This is an optimization exercise on Yosys and OpenROAD, whose aim is small area, not a production implementation. In this exercise RTL edits were held to simulation tests only and were not proved equivalent to the original. Power figures rest on the tool's default switching activity, not on a simulated workload.

==> run X: inputs <==
==> flow/design.v <==
module cdb_snoop (
    input  logic        ready,
    input  logic [4:0]  tag,
    input  logic [31:0] value,
    input  logic        cdb0_valid,
    input  logic [4:0]  cdb0_tag,
    input  logic [31:0] cdb0_value,
    input  logic        cdb1_valid,
    input  logic [4:0]  cdb1_tag,
    input  logic [31:0] cdb1_value,
    output logic        rdy,
    output logic [31:0] val
);
    logic hit0, hit1;
    assign hit0 = cdb0_valid && (cdb0_tag == tag);
    assign hit1 = cdb1_valid && (cdb1_tag == tag);
    assign rdy = ready || hit0 || hit1;
    always_comb begin
        if (ready)     val = value;
        else if (hit0) val = cdb0_value;
        else if (hit1) val = cdb1_value;
        else           val = {27'b0, tag};
    end
endmodule
module kind_enc (
    input  logic       is_store,
    input  logic [2:0] funct3,
    output logic [2:0] kind
);
    always_comb begin
        if (!is_store)      kind = funct3;
        else if (funct3[1]) kind = 3'b111;
        else if (funct3[0]) kind = 3'b110;
        else                kind = 3'b011;
    end
endmodule
module agu (
    input  logic [31:0] a,
    input  logic [31:0] b,
    output logic [31:0] sum,
    output logic [4:0]  carry
);
    logic [31:0] ci;
    logic [32:0] co;
    assign co[0] = 1'b0;
    for (genvar k = 0; k < 32; k++) begin : g_bit
        if (k == 0 || k == 6 || k == 12 || k == 17 || k == 22 || k == 27) begin : g_first
            assign ci[k] = 1'b0;
        end else begin : g_next
            assign ci[k] = co[k];
        end
        assign sum[k] = a[k] ^ b[k] ^ ci[k];
        assign co[k+1] = (a[k] & b[k]) | (ci[k] & (a[k] ^ b[k]));
    end
    assign carry = {co[27], co[22], co[17], co[12], co[6]};
endmodule
module agu_final (
    input  logic [31:0] s,
    input  logic [4:0]  carry,
    output logic [31:0] sum
);
    assign sum = s + {4'b0, carry[4], 4'b0, carry[3], 4'b0, carry[2], 4'b0,
                      carry[1], 5'b0, carry[0], 6'b0};
endmodule
module agu_store (
    input  logic [2:0]  kind,
    input  logic [1:0]  offset,
    input  logic [31:0] store_data,
    output logic        is_store,
    output logic [3:0]  mask,
    output logic [31:0] wdata
);
    logic sz_byte, sz_half;
    assign is_store = (kind[1] && kind[0]) || (kind[2] && kind[1]);
    assign sz_byte  = (kind[1:0] == 2'b00) || (kind == 3'b011);
    assign sz_half  = (kind[1:0] == 2'b01) || (kind == 3'b110);
    always_comb begin
        if (sz_byte)      mask = 4'b0001 << offset;
        else if (sz_half) mask = 4'b0011 << offset;
        else              mask = 4'b1111;
    end
    always_comb begin
        if (!is_store)    wdata = '0;
        else if (sz_byte) wdata = {24'b0, store_data[7:0]} << {offset, 3'b000};
        else if (sz_half) wdata = {16'b0, store_data[15:0]} << {offset[1], 4'b0000};
        else              wdata = store_data;
    end
endmodule
module load_align (
    input  logic [31:0] word,
    input  logic [1:0]  offset,
    input  logic [2:0]  kind,
    output logic [31:0] data
);
    logic [7:0]  lane_byte;
    logic [15:0] lane_half;
    assign lane_byte = word[{offset, 3'b000} +: 8];
    assign lane_half = word[{offset[1], 4'b0000} +: 16];
    always_comb begin
        case (kind)
            3'b000:  data = {{24{lane_byte[7]}}, lane_byte};
            3'b100:  data = {24'b0, lane_byte};
            3'b001:  data = {{16{lane_half[15]}}, lane_half};
            3'b101:  data = {16'b0, lane_half};
            3'b010:  data = word;
            default: data = '0;
        endcase
    end
endmodule
module lsq_queue (
    input  logic             clk,
    input  logic             enqueue,
    input  logic [2:0]       tail_idx,
    input  logic [31:0]      d_s,
    input  logic [4:0]       d_a,
    input  logic [31:0]      d_v2,
    input  logic             d_r1,
    input  logic             d_r2,
    input  logic [4:0]       d_rob,
    input  logic [2:0]       d_kind,
    input  logic             cdb0_valid,
    input  logic [4:0]       cdb0_tag,
    input  logic [31:0]      cdb0_value,
    input  logic             cdb1_valid,
    input  logic [4:0]       cdb1_tag,
    input  logic [31:0]      cdb1_value,
    output logic [7:0][31:0] e_s,
    output logic [7:0][4:0]  e_a,
    output logic [7:0][31:0] e_v2,
    output logic [7:0]       e_rdy,
    output logic [7:0][4:0]  e_rob,
    output logic [7:0][2:0]  e_kind
);
    logic [7:0] e_r1;
    logic [7:0] e_r2;
    assign e_rdy = e_r1 & e_r2;
    for (genvar i = 0; i < 8; i++) begin : g_entry
        logic        hit10, hit11, hit20, hit21;
        logic        we, s1, s20, s21, k2;
        logic [31:0] v1, sum;
        logic [4:0]  carry;
        logic [31:0] v2_next, s_next;
        logic [4:0]  a_next;
        logic        c1, k1;
        assign hit10 = !e_r1[i] && cdb0_valid && cdb0_tag == e_a[i];
        assign hit11 = !e_r1[i] && cdb1_valid && cdb1_tag == e_a[i];
        assign hit20 = !e_r2[i] && cdb0_valid && cdb0_tag == e_v2[i][4:0];
        assign hit21 = !e_r2[i] && cdb1_valid && cdb1_tag == e_v2[i][4:0];
        assign we  = enqueue && tail_idx == 3'(i);
        assign s1  = hit10 || hit11;
        assign c1  = !we && s1;
        assign k1  = !we && !s1;
        assign s20 = !we && hit20;
        assign s21 = !we && !hit20 && hit21;
        assign k2  = !we && !hit20 && !hit21;
        assign v1 = hit10 ? cdb0_value : cdb1_value;
        agu agu_inst (
            .a     (e_s[i]),
            .b     (v1),
            .sum   (sum),
            .carry (carry)
        );
        assign s_next = ({32{we}} & d_s) | ({32{c1}} & sum) | ({32{k1}} & e_s[i]);
        assign a_next = ({5{we}} & d_a) | ({5{c1}} & carry) | ({5{k1}} & e_a[i]);
        assign v2_next = ({32{we}} & d_v2) | ({32{s20}} & cdb0_value) |
                         ({32{s21}} & cdb1_value) | ({32{k2}} & e_v2[i]);
        always_ff @(posedge clk) begin
            e_v2[i] <= v2_next;
            e_s[i]  <= s_next;
            e_a[i]  <= a_next;
            if (we) begin
                e_r1[i]   <= d_r1;
                e_r2[i]   <= d_r2;
                e_rob[i]  <= d_rob;
                e_kind[i] <= d_kind;
            end else begin
                if (s1) begin
                    e_r1[i] <= 1'b1;
                end
                if (hit20 || hit21) e_r2[i] <= 1'b1;
            end
        end
    end
endmodule
module lsq_head_ctrl (
    input  logic        head_valid,
    input  logic        head_done,
    input  logic [2:0]  head_kind,
    input  logic [4:0]  head_rob_tag,
    input  logic [31:0] head_s,
    input  logic [4:0]  head_carry,
    input  logic [31:0] head_rs2_value,
    input  logic        flush,
    input  logic [31:0] mem_rdata,
    input  logic        mem_ready,
    output logic        mem_read,
    output logic [31:0] mem_addr,
    output logic        result_valid,
    output logic [4:0]  res_rob_tag,
    output logic        res_is_store,
    output logic [31:0] res_addr,
    output logic [3:0]  res_mask,
    output logic [31:0] res_wdata,
    output logic [31:0] res_load_data,
    output logic        dequeue
);
    logic        issue;
    logic        is_store;
    logic [1:0]  offset;
    logic [31:0] addr;
    logic [31:0] sum;
    agu_final agu_final_inst (
        .s     (head_s),
        .carry (head_carry),
        .sum   (sum)
    );
    assign offset = head_s[1:0];
    assign addr = {sum[31:2], 2'b00};
    agu_store agu_store_inst (
        .kind       (head_kind),
        .offset     (offset),
        .store_data (head_rs2_value),
        .is_store   (is_store),
        .mask       (res_mask),
        .wdata      (res_wdata)
    );
    load_align load_align_inst (
        .word   (mem_rdata),
        .offset (offset),
        .kind   (head_kind),
        .data   (res_load_data)
    );
    assign issue = head_valid && head_done && !flush;
    assign mem_read = issue && !is_store;
    assign result_valid = issue && (is_store || mem_ready);
    assign dequeue = result_valid;
    assign mem_addr = addr;
    assign res_addr = addr;
    assign res_rob_tag = head_rob_tag;
    assign res_is_store = is_store;
endmodule
module lsq_unit (
    input  logic        clk,
    input  logic        reset,
    input  logic        flush,
    input  logic        disp_valid,
    input  logic        disp_is_load,
    input  logic        disp_is_store,
    input  logic [2:0]  disp_funct3,
    input  logic [4:0]  disp_rob_tag,
    input  logic [31:0] disp_imm,
    input  logic        disp_rs1_ready,
    input  logic [4:0]  disp_rs1_tag,
    input  logic [31:0] disp_rs1_value,
    input  logic        disp_rs2_ready,
    input  logic [4:0]  disp_rs2_tag,
    input  logic [31:0] disp_rs2_value,
    input  logic        cdb0_valid,
    input  logic [4:0]  cdb0_tag,
    input  logic [31:0] cdb0_value,
    input  logic        cdb1_valid,
    input  logic [4:0]  cdb1_tag,
    input  logic [31:0] cdb1_value,
    input  logic [31:0] mem_rdata,
    input  logic        mem_ready,
    output logic        full,
    output logic        mem_read,
    output logic [31:0] mem_addr,
    output logic        result_valid,
    output logic [4:0]  res_rob_tag,
    output logic        res_is_store,
    output logic [31:0] res_addr,
    output logic [3:0]  res_mask,
    output logic [31:0] res_wdata,
    output logic [31:0] res_load_data
);
    logic [3:0]  head_ptr;
    logic [3:0]  tail_ptr;
    logic [2:0]  head_idx;
    logic [2:0]  tail_idx;
    logic        empty;
    logic        enqueue;
    logic        dequeue;
    logic [7:0][31:0] e_s;
    logic [7:0][4:0]  e_a;
    logic [7:0][31:0] e_v2;
    logic [7:0]       e_rdy;
    logic [7:0][4:0]  e_rob;
    logic [7:0][2:0]  e_kind;
    logic        d1_rdy, d2_rdy;
    logic [31:0] d1_val, d2_val;
    logic [2:0]  d_kind;
    logic [31:0] d_sum;
    logic [4:0]  d_carry;
    assign head_idx = head_ptr[2:0];
    assign tail_idx = tail_ptr[2:0];
    assign full  = (head_ptr ^ tail_ptr) == 4'b1000;
    assign empty = head_ptr == tail_ptr;
    assign enqueue = disp_valid && !full && !flush;
    cdb_snoop d1_snoop (
        .ready (disp_rs1_ready), .tag (disp_rs1_tag), .value (disp_rs1_value),
        .cdb0_valid, .cdb0_tag, .cdb0_value, .cdb1_valid, .cdb1_tag, .cdb1_value,
        .rdy (d1_rdy), .val (d1_val)
    );
    cdb_snoop d2_snoop (
        .ready (disp_rs2_ready), .tag (disp_rs2_tag), .value (disp_rs2_value),
        .cdb0_valid, .cdb0_tag, .cdb0_value, .cdb1_valid, .cdb1_tag, .cdb1_value,
        .rdy (d2_rdy), .val (d2_val)
    );
    kind_enc kind_enc_inst (
        .is_store (disp_is_store), .funct3 (disp_funct3), .kind (d_kind)
    );
    agu d_agu (
        .a     (disp_imm),
        .b     (d1_val),
        .sum   (d_sum),
        .carry (d_carry)
    );
    lsq_queue lsq_queue_inst (
        .clk, .enqueue, .tail_idx,
        .d_s (d1_rdy ? d_sum : disp_imm), .d_a (d1_rdy ? d_carry : disp_rs1_tag),
        .d_v2 (d2_val),
        .d_r1 (d1_rdy), .d_r2 (d2_rdy || disp_is_load),
        .d_rob (disp_rob_tag), .d_kind (d_kind),
        .cdb0_valid, .cdb0_tag, .cdb0_value, .cdb1_valid, .cdb1_tag, .cdb1_value,
        .e_s, .e_a, .e_v2, .e_rdy, .e_rob, .e_kind
    );
    logic [2:0]  next_head_idx;
    logic        head_done;
    assign next_head_idx = dequeue ? head_idx + 3'd1 : head_idx;
    always_ff @(posedge clk) begin
        if (reset || flush) begin
            head_ptr <= '0;
            tail_ptr <= '0;
            head_done <= 1'b0;
        end else begin
            head_done <= e_rdy[next_head_idx] && !(enqueue && tail_idx == next_head_idx);
            if (enqueue) tail_ptr <= tail_ptr + 4'd1;
            if (dequeue) head_ptr <= head_ptr + 4'd1;
        end
    end
    logic [7:0]  head_sel;
    logic [2:0]  h_kind;
    logic [4:0]  h_rob;
    logic [31:0] h_s, h_v2;
    logic [4:0]  h_a;
    assign head_sel = 8'b1 << head_idx;
    always_comb begin
        h_kind = '0;
        h_rob  = '0;
        h_s    = '0;
        h_a    = '0;
        h_v2   = '0;
        for (int i = 0; i < 8; i++) begin
            h_kind = h_kind | ({3{head_sel[i]}} & e_kind[i]);
            h_rob  = h_rob  | ({5{head_sel[i]}} & e_rob[i]);
            h_s    = h_s    | ({32{head_sel[i]}} & e_s[i]);
            h_a    = h_a    | ({5{head_sel[i]}} & e_a[i]);
            h_v2   = h_v2   | ({32{head_sel[i]}} & e_v2[i]);
        end
    end
    lsq_head_ctrl lsq_head_ctrl_inst (
        .head_valid     (!empty),
        .head_done      (head_done),
        .head_kind      (h_kind),
        .head_rob_tag   (h_rob),
        .head_s         (h_s),
        .head_carry     (h_a),
        .head_rs2_value (h_v2),
        .flush, .mem_rdata, .mem_ready,
        .mem_read, .mem_addr, .result_valid, .res_rob_tag, .res_is_store,
        .res_addr, .res_mask, .res_wdata, .res_load_data, .dequeue
    );
endmodule
==> flow/flow/run.sh <==
#!/bin/bash
# The standard layout (the standard.sh), with three changes to how the layout is made:
#  - synthesis is the standard flow's synthesis script with only ABC's mapping script swapped for
#    flow/abc_area.script (area recovery); registers, their names and cell types are unchanged
#  - each port still gets its own buffer, but a buf_1 instead of the resizer's default pick
#  - clock tree synthesis without dummy loads and with larger sink clusters
# ORFS writes each step's full log under orfs/logs/; make's own output goes to standard_flow.log.
set -euo pipefail
W=$PWD
sed 's|^source \$::env(SCRIPTS_DIR)/synth_preamble.tcl$|&\nset abc_args [lreplace $abc_args 1 1 '"$W"'/flow/abc_area.script]|' \
  "$FLOW_HOME/scripts/synth.tcl" > "$W/synth_area.tcl"
grep -q 'flow/abc_area.script' "$W/synth_area.tcl"
sed 's|source \$::env(SCRIPTS_DIR)/synth.tcl|source '"$W"'/synth_area.tcl|' \
  "$W/synth_recipe.tcl" > "$W/synth_recipe_area.tcl"
grep -q 'synth_area.tcl' "$W/synth_recipe_area.tcl"
bash standard.sh \
  "SYNTH_SCRIPT=$W/synth_recipe_area.tcl" \
  'BUFFER_PORTS_ARGS=-buffer_cell sky130_fd_sc_hd__buf_1' \
  'CTS_ARGS=-sink_clustering_enable -repair_clock_nets -dont_use_dummy_load -sink_clustering_size 25 -sink_clustering_max_diameter 80' \
  finish > standard_flow.log 2>&1
==> flow/flow/abc_area.script <==
&get -n
&st
&dch
&nf -R 1000
&put
buffer -c
topo
stime -c
upsize -c
dnsize -c
==> flow/standard.sh <==
#!/bin/bash
# synth_recipe.tcl (not shown) runs the flow's synth.tcl, then flattens the netlist and writes it again
# the make line also repeats each setting of config.mk as NAME=value (left out here)
make -C /OpenROAD-flow-scripts/flow DESIGN_CONFIG=/design/flow/config.mk WORK_HOME=/design/flow/orfs CLKGATE_MAP_FILE= SYNTH_SCRIPT=/design/flow/synth_recipe.tcl "${@:-finish}"
==> flow/config.mk <==
export PLATFORM = sky130hd
export DESIGN_NAME = lsq_unit
export DESIGN_NICKNAME = lsq_unit
export VERILOG_FILES = /design/flow/design.v
export SDC_FILE = /design/flow/constraint.sdc
export NUM_CORES = 4
export LEC_CHECK = 0
export CAP_MARGIN = 10
export CORE_MARGIN = 2
export CORE_UTILIZATION = 40
export SETUP_SLACK_MARGIN = 0.05
export SLEW_MARGIN = 10
==> flow/constraint.sdc <==
create_clock -name core_clock -period 7.0 [get_ports {clk}]
set_input_delay 1.4000 -clock core_clock [delete_from_list [all_inputs] [get_ports {clk}]]
set_output_delay 1.4000 -clock core_clock [all_outputs]
set_load 0.01 [all_outputs]
==> run C: changes against run X <==
==> flow/design.v, changed modules only <==
module agu (
    input  logic [31:0] a,
    input  logic [31:0] b,
    output logic [31:0] sum,
    output logic [4:0]  carry
);
    logic [31:0] ci;
    logic [32:0] co;
    always_comb begin
        for (int k = 0; k < 32; k++) begin
            if (k == 0 || k == 6 || k == 12 || k == 17 || k == 22 || k == 27) ci[k] = 1'b0;
            else ci[k] = co[k];
            sum[k] = a[k] ^ b[k] ^ ci[k];
            co[k+1] = (a[k] & b[k]) | (ci[k] & (a[k] ^ b[k]));
        end
        co[0] = 1'b0;
    end
    assign carry = {co[27], co[22], co[17], co[12], co[6]};
endmodule
module lsq_queue (
    input  logic             clk,
    input  logic             enqueue,
    input  logic [2:0]       tail_idx,
    input  logic [31:0]      d_s,
    input  logic [4:0]       d_a,
    input  logic [31:0]      d_v2,
    input  logic             d_r1,
    input  logic             d_r2,
    input  logic [4:0]       d_rob,
    input  logic [2:0]       d_kind,
    input  logic             cdb0_valid,
    input  logic [4:0]       cdb0_tag,
    input  logic [31:0]      cdb0_value,
    input  logic             cdb1_valid,
    input  logic [4:0]       cdb1_tag,
    input  logic [31:0]      cdb1_value,
    output logic [7:0][31:0] e_s,
    output logic [7:0][4:0]  e_a,
    output logic [7:0][31:0] e_v2,
    output logic [7:0]       e_done,
    output logic [7:0][4:0]  e_rob,
    output logic [7:0][2:0]  e_kind
);
    logic [7:0] e_r1;
    logic [7:0] e_r2;
    for (genvar i = 0; i < 8; i++) begin : g_entry
        logic        hit10, hit11, hit20, hit21;
        logic        we, s1, s20, s21, k2;
        logic [31:0] v1, sum;
        logic [4:0]  carry;
        logic [31:0] v2_next;
        assign hit10 = !e_r1[i] && cdb0_valid && cdb0_tag == e_a[i];
        assign hit11 = !e_r1[i] && cdb1_valid && cdb1_tag == e_a[i];
        assign hit20 = !e_r2[i] && cdb0_valid && cdb0_tag == e_v2[i][4:0];
        assign hit21 = !e_r2[i] && cdb1_valid && cdb1_tag == e_v2[i][4:0];
        assign we  = enqueue && tail_idx == 3'(i);
        assign s1  = hit10 || hit11;
        assign s20 = !we && hit20;
        assign s21 = !we && !hit20 && hit21;
        assign k2  = !we && !hit20 && !hit21;
        assign v1 = hit10 ? cdb0_value : cdb1_value;
        agu agu_inst (
            .a     (e_s[i]),
            .b     (v1),
            .sum   (sum),
            .carry (carry)
        );
        assign v2_next = ({32{we}} & d_v2) | ({32{s20}} & cdb0_value) |
                         ({32{s21}} & cdb1_value) | ({32{k2}} & e_v2[i]);
        always_ff @(posedge clk) begin
            e_v2[i] <= v2_next;
            if (we) begin
                e_s[i]    <= d_s;
                e_a[i]    <= d_a;
                e_r1[i]   <= d_r1;
                e_r2[i]   <= d_r2;
                e_rob[i]  <= d_rob;
                e_kind[i] <= d_kind;
                e_done[i] <= 1'b0;
            end else begin
                if (s1) begin
                    e_r1[i] <= 1'b1;
                    e_s[i]  <= sum;
                    e_a[i]  <= carry;
                end
                if (hit20 || hit21) e_r2[i] <= 1'b1;
                e_done[i] <= e_r1[i] && e_r2[i];
            end
        end
    end
endmodule
module lsq_unit (
    input  logic        clk,
    input  logic        reset,
    input  logic        flush,
    input  logic        disp_valid,
    input  logic        disp_is_load,
    input  logic        disp_is_store,
    input  logic [2:0]  disp_funct3,
    input  logic [4:0]  disp_rob_tag,
    input  logic [31:0] disp_imm,
    input  logic        disp_rs1_ready,
    input  logic [4:0]  disp_rs1_tag,
    input  logic [31:0] disp_rs1_value,
    input  logic        disp_rs2_ready,
    input  logic [4:0]  disp_rs2_tag,
    input  logic [31:0] disp_rs2_value,
    input  logic        cdb0_valid,
    input  logic [4:0]  cdb0_tag,
    input  logic [31:0] cdb0_value,
    input  logic        cdb1_valid,
    input  logic [4:0]  cdb1_tag,
    input  logic [31:0] cdb1_value,
    input  logic [31:0] mem_rdata,
    input  logic        mem_ready,
    output logic        full,
    output logic        mem_read,
    output logic [31:0] mem_addr,
    output logic        result_valid,
    output logic [4:0]  res_rob_tag,
    output logic        res_is_store,
    output logic [31:0] res_addr,
    output logic [3:0]  res_mask,
    output logic [31:0] res_wdata,
    output logic [31:0] res_load_data
);
    logic [3:0]  head_ptr;
    logic [3:0]  tail_ptr;
    logic [2:0]  head_idx;
    logic [2:0]  tail_idx;
    logic        empty;
    logic        enqueue;
    logic        dequeue;
    logic [7:0][31:0] e_s;
    logic [7:0][4:0]  e_a;
    logic [7:0][31:0] e_v2;
    logic [7:0]       e_done;
    logic [7:0][4:0]  e_rob;
    logic [7:0][2:0]  e_kind;
    logic        d1_rdy, d2_rdy;
    logic [31:0] d1_val, d2_val;
    logic [2:0]  d_kind;
    logic [31:0] d_sum;
    logic [4:0]  d_carry;
    assign head_idx = head_ptr[2:0];
    assign tail_idx = tail_ptr[2:0];
    assign full  = (head_ptr ^ tail_ptr) == 4'b1000;
    assign empty = head_ptr == tail_ptr;
    assign enqueue = disp_valid && !full && !flush;
    cdb_snoop d1_snoop (
        .ready (disp_rs1_ready), .tag (disp_rs1_tag), .value (disp_rs1_value),
        .cdb0_valid, .cdb0_tag, .cdb0_value, .cdb1_valid, .cdb1_tag, .cdb1_value,
        .rdy (d1_rdy), .val (d1_val)
    );
    cdb_snoop d2_snoop (
        .ready (disp_rs2_ready), .tag (disp_rs2_tag), .value (disp_rs2_value),
        .cdb0_valid, .cdb0_tag, .cdb0_value, .cdb1_valid, .cdb1_tag, .cdb1_value,
        .rdy (d2_rdy), .val (d2_val)
    );
    kind_enc kind_enc_inst (
        .is_store (disp_is_store), .funct3 (disp_funct3), .kind (d_kind)
    );
    agu d_agu (
        .a     (disp_imm),
        .b     (d1_val),
        .sum   (d_sum),
        .carry (d_carry)
    );
    lsq_queue lsq_queue_inst (
        .clk, .enqueue, .tail_idx,
        .d_s (d1_rdy ? d_sum : disp_imm), .d_a (d1_rdy ? d_carry : disp_rs1_tag),
        .d_v2 (d2_val),
        .d_r1 (d1_rdy), .d_r2 (d2_rdy || disp_is_load),
        .d_rob (disp_rob_tag), .d_kind (d_kind),
        .cdb0_valid, .cdb0_tag, .cdb0_value, .cdb1_valid, .cdb1_tag, .cdb1_value,
        .e_s, .e_a, .e_v2, .e_done, .e_rob, .e_kind
    );
    always_ff @(posedge clk) begin
        if (reset || flush) begin
            head_ptr <= '0;
            tail_ptr <= '0;
        end else begin
            if (enqueue) tail_ptr <= tail_ptr + 4'd1;
            if (dequeue) head_ptr <= head_ptr + 4'd1;
        end
    end
    logic [7:0]  head_sel;
    logic        h_done;
    logic [2:0]  h_kind;
    logic [4:0]  h_rob;
    logic [31:0] h_s, h_v2;
    logic [4:0]  h_a;
    assign head_sel = 8'b1 << head_idx;
    always_comb begin
        h_done = 1'b0;
        h_kind = '0;
        h_rob  = '0;
        h_s    = '0;
        h_a    = '0;
        h_v2   = '0;
        for (int i = 0; i < 8; i++) begin
            h_done = h_done | (head_sel[i] & e_done[i]);
            h_kind = h_kind | ({3{head_sel[i]}} & e_kind[i]);
            h_rob  = h_rob  | ({5{head_sel[i]}} & e_rob[i]);
            h_s    = h_s    | ({32{head_sel[i]}} & e_s[i]);
            h_a    = h_a    | ({5{head_sel[i]}} & e_a[i]);
            h_v2   = h_v2   | ({32{head_sel[i]}} & e_v2[i]);
        end
    end
    lsq_head_ctrl lsq_head_ctrl_inst (
        .head_valid     (!empty),
        .head_done      (h_done),
        .head_kind      (h_kind),
        .head_rob_tag   (h_rob),
        .head_s         (h_s),
        .head_carry     (h_a),
        .head_rs2_value (h_v2),
        .flush, .mem_rdata, .mem_ready,
        .mem_read, .mem_addr, .result_valid, .res_rob_tag, .res_is_store,
        .res_addr, .res_mask, .res_wdata, .res_load_data, .dequeue
    );
endmodule
==> flow/run.sh (new file) <==
#!/bin/bash
# synth_recipe.tcl (not shown) runs the flow's synth.tcl, then flattens the netlist and writes it again
# the make line also repeats each setting of config.mk as NAME=value (left out here)
make -C /OpenROAD-flow-scripts/flow DESIGN_CONFIG=/design/flow/config.mk WORK_HOME=/design/flow/orfs CLKGATE_MAP_FILE= SYNTH_SCRIPT=/design/flow/synth_recipe.tcl finish
--- a/flow/config.mk
+++ b/flow/config.mk
@@ -7,6 +7,5 @@
 export LEC_CHECK = 0
-export CAP_MARGIN = 10
+export CAP_MARGIN = 20
 export CORE_MARGIN = 2
 export CORE_UTILIZATION = 40
-export SETUP_SLACK_MARGIN = 0.05
-export SLEW_MARGIN = 10
+export SLEW_MARGIN = 20
removed: flow/flow/run.sh
removed: flow/flow/abc_area.script
removed: flow/standard.sh
==> run Z: changes against run X <==
==> flow/design.v, changed modules only <==
module lsq_queue (
    input  logic             clk,
    input  logic             enqueue,
    input  logic [2:0]       tail_idx,
    input  logic [31:0]      d_s,
    input  logic [4:0]       d_a,
    input  logic [31:0]      d_v2,
    input  logic             d_r1,
    input  logic             d_r2,
    input  logic [4:0]       d_rob,
    input  logic [2:0]       d_kind,
    input  logic             cdb0_valid,
    input  logic [4:0]       cdb0_tag,
    input  logic [31:0]      cdb0_value,
    input  logic             cdb1_valid,
    input  logic [4:0]       cdb1_tag,
    input  logic [31:0]      cdb1_value,
    output logic [7:0][31:0] e_s,
    output logic [7:0][4:0]  e_a,
    output logic [7:0][31:0] e_v2,
    output logic [7:0]       e_rdy,
    output logic [7:0][4:0]  e_rob,
    output logic [7:0][2:0]  e_kind
);
    logic [7:0] e_r1;
    logic [7:0] e_r2;
    assign e_rdy = e_r1 & e_r2;
    for (genvar i = 0; i < 8; i++) begin : g_entry
        logic        hit10, hit11, hit20, hit21;
        logic        we, s1, s20, s21, k2;
        logic [31:0] v1, sum;
        logic [4:0]  carry;
        logic [31:0] v2_next;
        assign hit10 = !e_r1[i] && cdb0_valid && cdb0_tag == e_a[i];
        assign hit11 = !e_r1[i] && cdb1_valid && cdb1_tag == e_a[i];
        assign hit20 = !e_r2[i] && cdb0_valid && cdb0_tag == e_v2[i][4:0];
        assign hit21 = !e_r2[i] && cdb1_valid && cdb1_tag == e_v2[i][4:0];
        assign we  = enqueue && tail_idx == 3'(i);
        assign s1  = hit10 || hit11;
        assign s20 = !we && hit20;
        assign s21 = !we && !hit20 && hit21;
        assign k2  = !we && !hit20 && !hit21;
        assign v1 = hit10 ? cdb0_value : cdb1_value;
        agu agu_inst (
            .a     (e_s[i]),
            .b     (v1),
            .sum   (sum),
            .carry (carry)
        );
        assign v2_next = ({32{we}} & d_v2) | ({32{s20}} & cdb0_value) |
                         ({32{s21}} & cdb1_value) | ({32{k2}} & e_v2[i]);
        always_ff @(posedge clk) begin
            e_v2[i] <= v2_next;
            if (we) begin
                e_s[i]    <= d_s;
                e_a[i]    <= d_a;
                e_r1[i]   <= d_r1;
                e_r2[i]   <= d_r2;
                e_rob[i]  <= d_rob;
                e_kind[i] <= d_kind;
            end else begin
                if (s1) begin
                    e_r1[i] <= 1'b1;
                    e_s[i]  <= sum;
                    e_a[i]  <= carry;
                end
                if (hit20 || hit21) e_r2[i] <= 1'b1;
            end
        end
    end
endmodule
--- a/flow/config.mk
+++ b/flow/config.mk
@@ -7,6 +7,6 @@
 export LEC_CHECK = 0
-export CAP_MARGIN = 10
+export CAP_MARGIN = 20
 export CORE_MARGIN = 2
 export CORE_UTILIZATION = 40
-export SETUP_SLACK_MARGIN = 0.05
-export SLEW_MARGIN = 10
+export SETUP_SLACK_MARGIN = 0.1
+export SLEW_MARGIN = 20
==> summary of the runs <==
Run C produced a clean layout. Run X finished with timing, DRC and antenna clean. Run Z ran to the end with no violations.
Against run X, the global-route usage of run Z is lower by 0.99 points.
Wire length is about the same in run X and run Z.
Non-clock buffer count is the same in run Z and run X.
Between run X and run C, the lower sequential power is in run C (gap about 23%, measured against run C).
Via count, lowest first: run Z, run C, run X.

[port drivers added, routing unchanged]
No port has a modelled driver above. Below, the same layouts with a new extraction and two added sets of constraints. Step 1: set_driving_cell puts a clkbuf_16 on clk and a buf_2 on each other input, an assumption about the parent block. Step 2 moves the port delays by t, midway between the first and last clock arrival at a register: inputs arrive t later, outputs are due t later. That takes back most of the time a late clock gives input paths. a / b / c = no drivers / after step 1 / after step 2; a / b = the first two.
run | t (ns) | slack for setup (ns) | worst hold slack (ns) | worst register clock-pin slew, ns | worst slew at a driven data input, ns
run X | 0.686 | 0.270 / 0.195 / 0.364 | 0.439 / 0.439 / 0.439 | 0.11 / 0.11 | 0.18
run C | 0.730 | 0.169 / 0.091 / 0.274 | 0.526 / 0.526 / 0.526 | 0.07 / 0.07 | 0.15
run Z | 0.672 | 0.371 / 0.304 / 0.304 | 0.441 / 0.441 / 0.441 | 0.11 / 0.11 | 0.15
After both steps every run listed still meets setup and hold. The setup slack of run Z, which loses most, moves by -0.067 ns with the drivers and by -0.067 ns with both steps.
